Context: an optimization exercise on an open-source flow, tuned for small area. The choices shown serve that exercise and are no tape-out recipe.
Only simulation tests tie the RTL to the original design; equivalence was not proved.
No driver is modelled on the clock port, so clock power and skew are understated where the tree is cut down; a real chip needs a root buffer or a tree.
No activity file was given, so power comes from the tool's default toggle rates.

==> garnet: inputs <==
## rgbw_led_ctrl
module rgbw_led_ctrl (
    input  logic clk,
    input  logic reset,
    input  logic sclk,
    input  logic mosi,
    input  logic cs_n,
    output logic led_red,
    output logic led_green,
    output logic led_blue,
    output logic led_white
);
clock: 10.0 ns
lec_check: 0
abc_area: 1
cap_margin: 20
core_margin: 2
core_utilization: 70
slew_margin: 20
standard.sh (not shown) runs the stock make flow with config.mk's settings and CLKGATE_MAP_FILE= SYNTH_SCRIPT=/design/flow/synth_recipe.tcl, a recipe that flattens the netlist after the stock synthesis.
==> flow/flow/run.sh <==
#!/bin/bash
# The standard layout (standard.sh, ORFS), with these changes:
#  - synthesis: ABC maps the logic with flow/abc_area.script (ABC_AREA is 1
#    in config.mk), an area-oriented script that repeats dch and map -a; and
#    no full/half-adder extraction (ADDER_MAP_FILE empty), so ABC also maps
#    the adders. Registers are mapped exactly as in the standard synthesis.
#  - clock tree: flow/manual_cts.tcl, sourced by ORFS's cts step before
#    clock_tree_synthesis (PRE_CTS_TCL), splits the flip-flops into four
#    groups by placement and gives each group one clkbuf_16 at its centre,
#    driven by the clock port; TritonCTS itself is then skipped. The rest of
#    the cts step (legalisation, timing repair) runs as usual.
#  - the port buffers are the smallest buffer, sky130_fd_sc_hd__buf_1.
# ORFS's scripts are copied unchanged except for the ABC script.
set -euo pipefail
here=$(pwd)
rm -rf "$here/orfs_scripts"
cp -r "$FLOW_HOME/scripts" "$here/orfs_scripts"
cp "$here/flow/abc_area.script" "$here/orfs_scripts/abc_area.script"
export SCRIPTS_DIR="$here/orfs_scripts"
export ADDER_MAP_FILE=""
export PRE_CTS_TCL="$here/flow/manual_cts.tcl"
export MCTS_NBUF=4
export MCTS_CELL=sky130_fd_sc_hd__clkbuf_16
export MCTS_CLK=clk
export BUFFER_PORTS_ARGS="-buffer_cell sky130_fd_sc_hd__buf_1"
bash standard.sh finish > standard.log 2>&1
==> flow/flow/manual_cts.tcl <==
# Hook sourced by ORFS cts.tcl before clock_tree_synthesis (PRE_CTS_TCL).
# Builds a one-level clock tree by hand: the flip-flops are split into
# MCTS_NBUF groups by placement (alternate halving along x and y at the
# median), each group gets one MCTS_CELL clock buffer at its centroid, and
# the clock port drives the buffers. clock_tree_synthesis is then skipped.
set nbuf $::env(MCTS_NBUF)
set cell $::env(MCTS_CELL)
set block [ord::get_db_block]
set db [ord::get_db]
set master [$db findMaster $cell]
set clk_net [$block findNet $::env(MCTS_CLK)]

set sinks {}
foreach it [$clk_net getITerms] {
  set inst [$it getInst]
  set bb [$inst getBBox]
  set x [expr {([$bb xMin] + [$bb xMax]) / 2}]
  set y [expr {([$bb yMin] + [$bb yMax]) / 2}]
  lappend sinks [list $it $x $y]
}
puts "manual_cts: [llength $sinks] sinks, $nbuf x $cell"

proc split_groups {groups n} {
  # groups: list of {axis sinks}; split the largest group at its median
  while {[llength $groups] < $n} {
    set groups [lsort -command {apply {{a b} {expr {[llength [lindex $b 1]] - [llength [lindex $a 1]]}}}} $groups]
    set g [lindex $groups 0]
    set groups [lrange $groups 1 end]
    set axis [lindex $g 0]
    set idx [expr {$axis == 0 ? 1 : 2}]
    set ss [lsort -integer -index $idx [lindex $g 1]]
    set h [expr {[llength $ss] / 2}]
    set na [expr {1 - $axis}]
    lappend groups [list $na [lrange $ss 0 [expr {$h - 1}]]] [list $na [lrange $ss $h end]]
  }
  set out {}
  foreach g $groups { lappend out [lindex $g 1] }
  return $out
}
set groups [split_groups [list [list 0 $sinks]] $nbuf]

set k 0
foreach g $groups {
  set sx 0; set sy 0
  foreach s $g { incr sx [lindex $s 1]; incr sy [lindex $s 2] }
  set cx [expr {$sx / [llength $g]}]
  set cy [expr {$sy / [llength $g]}]
  set inst [odb::dbInst_create $block $master "mcts_buf_$k"]
  set net [odb::dbNet_create $block "mcts_net_$k"]
  $net setSigType CLOCK
  [$inst findITerm A] connect $clk_net
  [$inst findITerm X] connect $net
  foreach s $g {
    set it [lindex $s 0]
    $it disconnect
    $it connect $net
  }
  $inst setLocation $cx $cy
  $inst setPlacementStatus PLACED
  puts "manual_cts: buffer $k at ($cx, $cy) drives [llength $g] sinks"
  incr k
}
$clk_net setSigType CLOCK

set_propagated_clock [all_clocks]
# the tree is built; skip TritonCTS
rename clock_tree_synthesis orig_clock_tree_synthesis
proc clock_tree_synthesis {args} { puts "manual_cts: clock_tree_synthesis skipped" }
Other scripts of this flow, unchanged in this note and not shown: flow/flow/abc_area.script
==> ember: changes against garnet <==
--- a/flow/design.v
+++ b/flow/design.v
@@ -68,20 +68,18 @@
     output logic       take
 );
     logic       skip;
     logic [$clog2(rgbw_pkg::FRAME_BYTES)-1:0]   byte_cnt;
     logic [9:0] gap_cnt;
-    localparam logic [9:0] GAP_POL = 10'h2AA;
-    logic [9:0] gap_q;
     logic [9:0] gap_next;
     logic       gap_low_zero;
     logic [7:0] step_sel;
     logic [7:0] intensity_sh;
     logic [2:0] colour_idx_sh;
-    logic [7:0] acc_n;
+    logic [7:0] acc;
     logic [1:0] chan;
-    logic       pal_ff, pal_b7, pal_b6, pal_b5, pal_b4;
+    logic [7:0] palette_byte;
     logic       value_bit;
     logic       publish;
     function automatic logic [9:0] inc(input logic [9:0] a);
         logic c;
         c = 1'b1;
@@ -130,69 +128,72 @@
             skip <= (pwm_cnt[7:3] == 5'b11111) && !(pwm_cnt[2] && pwm_cnt[1]);
         end else if (wrap) begin
             skip <= 1'b0;
         end
         if (byte_done || byte_cnt == '0) begin
-            gap_q <= GAP_POL;
+            gap_cnt <= '0;
         end else begin
-            gap_q <= gap_next ^ GAP_POL;
+            gap_cnt <= gap_next;
         end
     end
-    assign gap_cnt      = gap_q ^ GAP_POL;
     assign gap_low_zero = (gap_cnt[8:0] == 9'd0);
     assign gap_next     = {gap_cnt[8:0], gap_cnt[9] ^ gap_cnt[6] ^ gap_low_zero};
     always_ff @(posedge clk) begin
         if (byte_done) begin
             if (byte_cnt == 3'd1) intensity_sh  <= rx_byte;
             if (byte_cnt == 3'd2) colour_idx_sh <= rx_byte[2:0];
         end
     end
     assign chan = byte_cnt[1:0];
     always_comb begin
-        logic [4:0] sel;
-        sel = {colour_idx_sh, chan};
-        pal_ff = (sel == {3'd1, 2'd0}) || (sel == {3'd2, 2'd1}) || (sel == {3'd3, 2'd2}) ||
-                 (sel == {3'd4, 2'd3}) || (sel == {3'd5, 2'd0});
-        pal_b7 = (sel == {3'd5, 2'd1}) || (sel == {3'd6, 2'd1}) || (sel == {3'd6, 2'd2}) ||
-                 (sel == {3'd7, 2'd0}) || (sel == {3'd7, 2'd2});
-        pal_b6 = (sel == {3'd6, 2'd1}) || (sel == {3'd6, 2'd2}) || (sel == {3'd7, 2'd0}) ||
-                 (sel == {3'd6, 2'd3});
-        pal_b5 = (sel == {3'd5, 2'd1}) || (sel == {3'd7, 2'd2}) || (sel == {3'd5, 2'd3});
-        pal_b4 = (sel == {3'd7, 2'd3});
+        case ({colour_idx_sh, chan})
+            {3'd1, 2'd0}: palette_byte = 8'hFF;
+            {3'd2, 2'd1}: palette_byte = 8'hFF;
+            {3'd3, 2'd2}: palette_byte = 8'hFF;
+            {3'd4, 2'd3}: palette_byte = 8'hFF;
+            {3'd5, 2'd0}: palette_byte = 8'hFF;
+            {3'd5, 2'd1}: palette_byte = 8'hA0;
+            {3'd5, 2'd3}: palette_byte = 8'h20;
+            {3'd6, 2'd1}: palette_byte = 8'hC0;
+            {3'd6, 2'd2}: palette_byte = 8'hC0;
+            {3'd6, 2'd3}: palette_byte = 8'h40;
+            {3'd7, 2'd0}: palette_byte = 8'hC0;
+            {3'd7, 2'd2}: palette_byte = 8'hA0;
+            {3'd7, 2'd3}: palette_byte = 8'h10;
+            default:      palette_byte = 8'h00;
+        endcase
     end
     assign step_sel  = {gap_cnt[6:0], !gap_cnt[9] && gap_low_zero};
-    assign value_bit = (colour_idx_sh == 3'd0) ? |(step_sel & shift_reg) :
-                       pal_ff || (step_sel[7] && pal_b7) || (step_sel[6] && pal_b6) ||
-                       (step_sel[5] && pal_b5) || (step_sel[4] && pal_b4);
+    assign value_bit = |(step_sel & ((colour_idx_sh == 3'd0) ? shift_reg : palette_byte));
     rgbw_colour_scaler scaler_i (
         .clk       (clk),
         .start     (step_sel[0]),
         .value_bit (value_bit),
         .intensity (intensity_sh),
-        .acc_n     (acc_n)
+        .acc       (acc)
     );
     always_ff @(posedge clk) begin
         if (byte_cnt[2] && gap_cnt == 10'h081) begin
             red   <= green;
             green <= blue;
             blue  <= white;
-            white <= acc_n;
+            white <= acc;
         end
     end
 endmodule
 `timescale 1ns/1ps
 module rgbw_colour_scaler (
     input  logic       clk,
     input  logic       start,
     input  logic       value_bit,
     input  logic [7:0] intensity,
-    output logic [7:0] acc_n
+    output logic [7:0] acc
 );
     logic [7:0] acc_in;
     logic [7:0] addend;
     logic [8:0] sum;
-    assign acc_in = start ? 8'd0 : ~acc_n;
+    assign acc_in = start ? 8'd0 : acc;
     assign addend = value_bit ? intensity : 8'd0;
     always_comb begin
         logic c;
         c = value_bit;
         for (int i = 0; i < 8; i++) begin
@@ -200,11 +201,11 @@
             c = (acc_in[i] & addend[i]) | (c & (acc_in[i] ^ addend[i]));
         end
         sum[8] = c;
     end
     always_ff @(posedge clk) begin
-        acc_n <= ~sum[8:1];
+        acc <= sum[8:1];
     end
 endmodule
 `timescale 1ns/1ps
 module rgbw_pwm (
     input  logic       clk,
@@ -229,15 +230,15 @@
     logic [7:0] blue_q;
     logic [7:0] white_q;
     logic [$clog2(rgbw_pkg::BLINK_PERIODS)-1:0] blink_cnt;
     logic blink_dark;
     logic leds_on;
-    function automatic logic less(input logic [7:0] a, input logic [7:0] b_n);
+    function automatic logic less(input logic [7:0] a, input logic [7:0] b);
         logic lt;
         lt = 1'b0;
         for (int i = 0; i < 8; i++) begin
-            lt = (!a[i] && !b_n[i]) || (!a[i] && lt) || (!b_n[i] && lt);
+            lt = (!a[i] && b[i]) || (!a[i] && lt) || (b[i] && lt);
         end
         less = lt;
     endfunction
     function automatic logic [9:0] inc(input logic [9:0] a);
         logic c;
==> flow/flow/run.sh (replaced) <==
#!/bin/bash
# The standard layout (standard.sh, ORFS), with these changes:
#  - synthesis: ABC maps the logic with flow/abc_area.script (ABC_AREA is 1
#    in config.mk), an area-oriented script that repeats dch and map -a; and
#    no full/half-adder extraction (ADDER_MAP_FILE empty), so ABC also maps
#    the adders. Registers are mapped exactly as in the standard synthesis.
#  - clock tree synthesis adds no dummy load cells to balance leaf buffers;
#  - the port buffers are the smallest buffer, sky130_fd_sc_hd__buf_1.
# ORFS's scripts are copied unchanged except for the ABC script.
set -euo pipefail
here=$(pwd)
rm -rf "$here/orfs_scripts"
cp -r "$FLOW_HOME/scripts" "$here/orfs_scripts"
cp "$here/flow/abc_area.script" "$here/orfs_scripts/abc_area.script"
export SCRIPTS_DIR="$here/orfs_scripts"
export ADDER_MAP_FILE=""
export CTS_ARGS="-sink_clustering_enable -repair_clock_nets -dont_use_dummy_load -buf_list sky130_fd_sc_hd__clkbuf_4"
export BUFFER_PORTS_ARGS="-buffer_cell sky130_fd_sc_hd__buf_1"
bash standard.sh finish > standard.log 2>&1
Settings changed: CORE_UTILIZATION 70 to 40.
removed: flow/flow/manual_cts.tcl
==> results.txt <==
quantity                                                                  ember           garnet
Number of logic inverters in the finished layout                             58               48
Critical R2R Launch                                           disp_i.gap_cnt[1]  disp_i.gap_q[6]
Fraction of final layout cells sized beyond drive strength 1             0.0511           0.0267
Final worst clock skew                                                0.0326 ns       0.00944 ns
Detailed-route via count                                                   3120             2889
Result of the run                              no timing/DRC/antenna violations  no timing/DRC/antenna violations
DR WL/cell                                                              14.2 µm          15.7 µm
1st-pass router iterations                                                    5                4
HPWL after detailed placement                                           5850 µm          5670 µm
PnR worst setup slack                                                   5.59 ns          5.37 ns
Complex-gate fraction of the synthesized area                             0.109            0.113
Internal power of the cells                                              626 µW           623 µW
Number of tap cells added at floorplan                                      143               77
Total power                                                              779 µW           747 µW
Netlist cell types                                                           25               26
Cell depth of the worst setup path                                           10               11
CP peak stage delay                                                     0.33 ns          0.84 ns
The clock cells of garnet come from the design's own scripts or RTL, not from TritonCTS.

-- what the ideal ports hide --
The flow's constraints put no driver on any port. The routed layouts listed below were extracted and timed again, unchanged, in two steps.
Step 1: set_driving_cell puts a clkbuf_16 on clk and a buf_2 on each other input, an assumption about the parent block.
Step 2, shift: input delay + t, output delay - t, t = (earliest + latest rising clock arrival at the registers) / 2. This alone moves slack from input paths to output paths.
a / b / c = no drivers / after step 1 / after step 2; a / b = the first two.
| run | t, ns | setup slack, ns | worst register clock-pin slew, ns | cell pins on the clock port's net |
|---|---|---|---|---|
| garnet | 0.239 | 5.365 / 5.421 / 5.181 | 0.11 / 0.11 | 4 |
| ember | 0.518 | 5.589 / 5.558 / 5.337 | 0.11 / 0.11 | 1 |
After both steps setup and hold are still met in every run listed. The setup slack of ember, which loses most, moves by -0.031 ns with the drivers and by -0.252 ns with both steps.
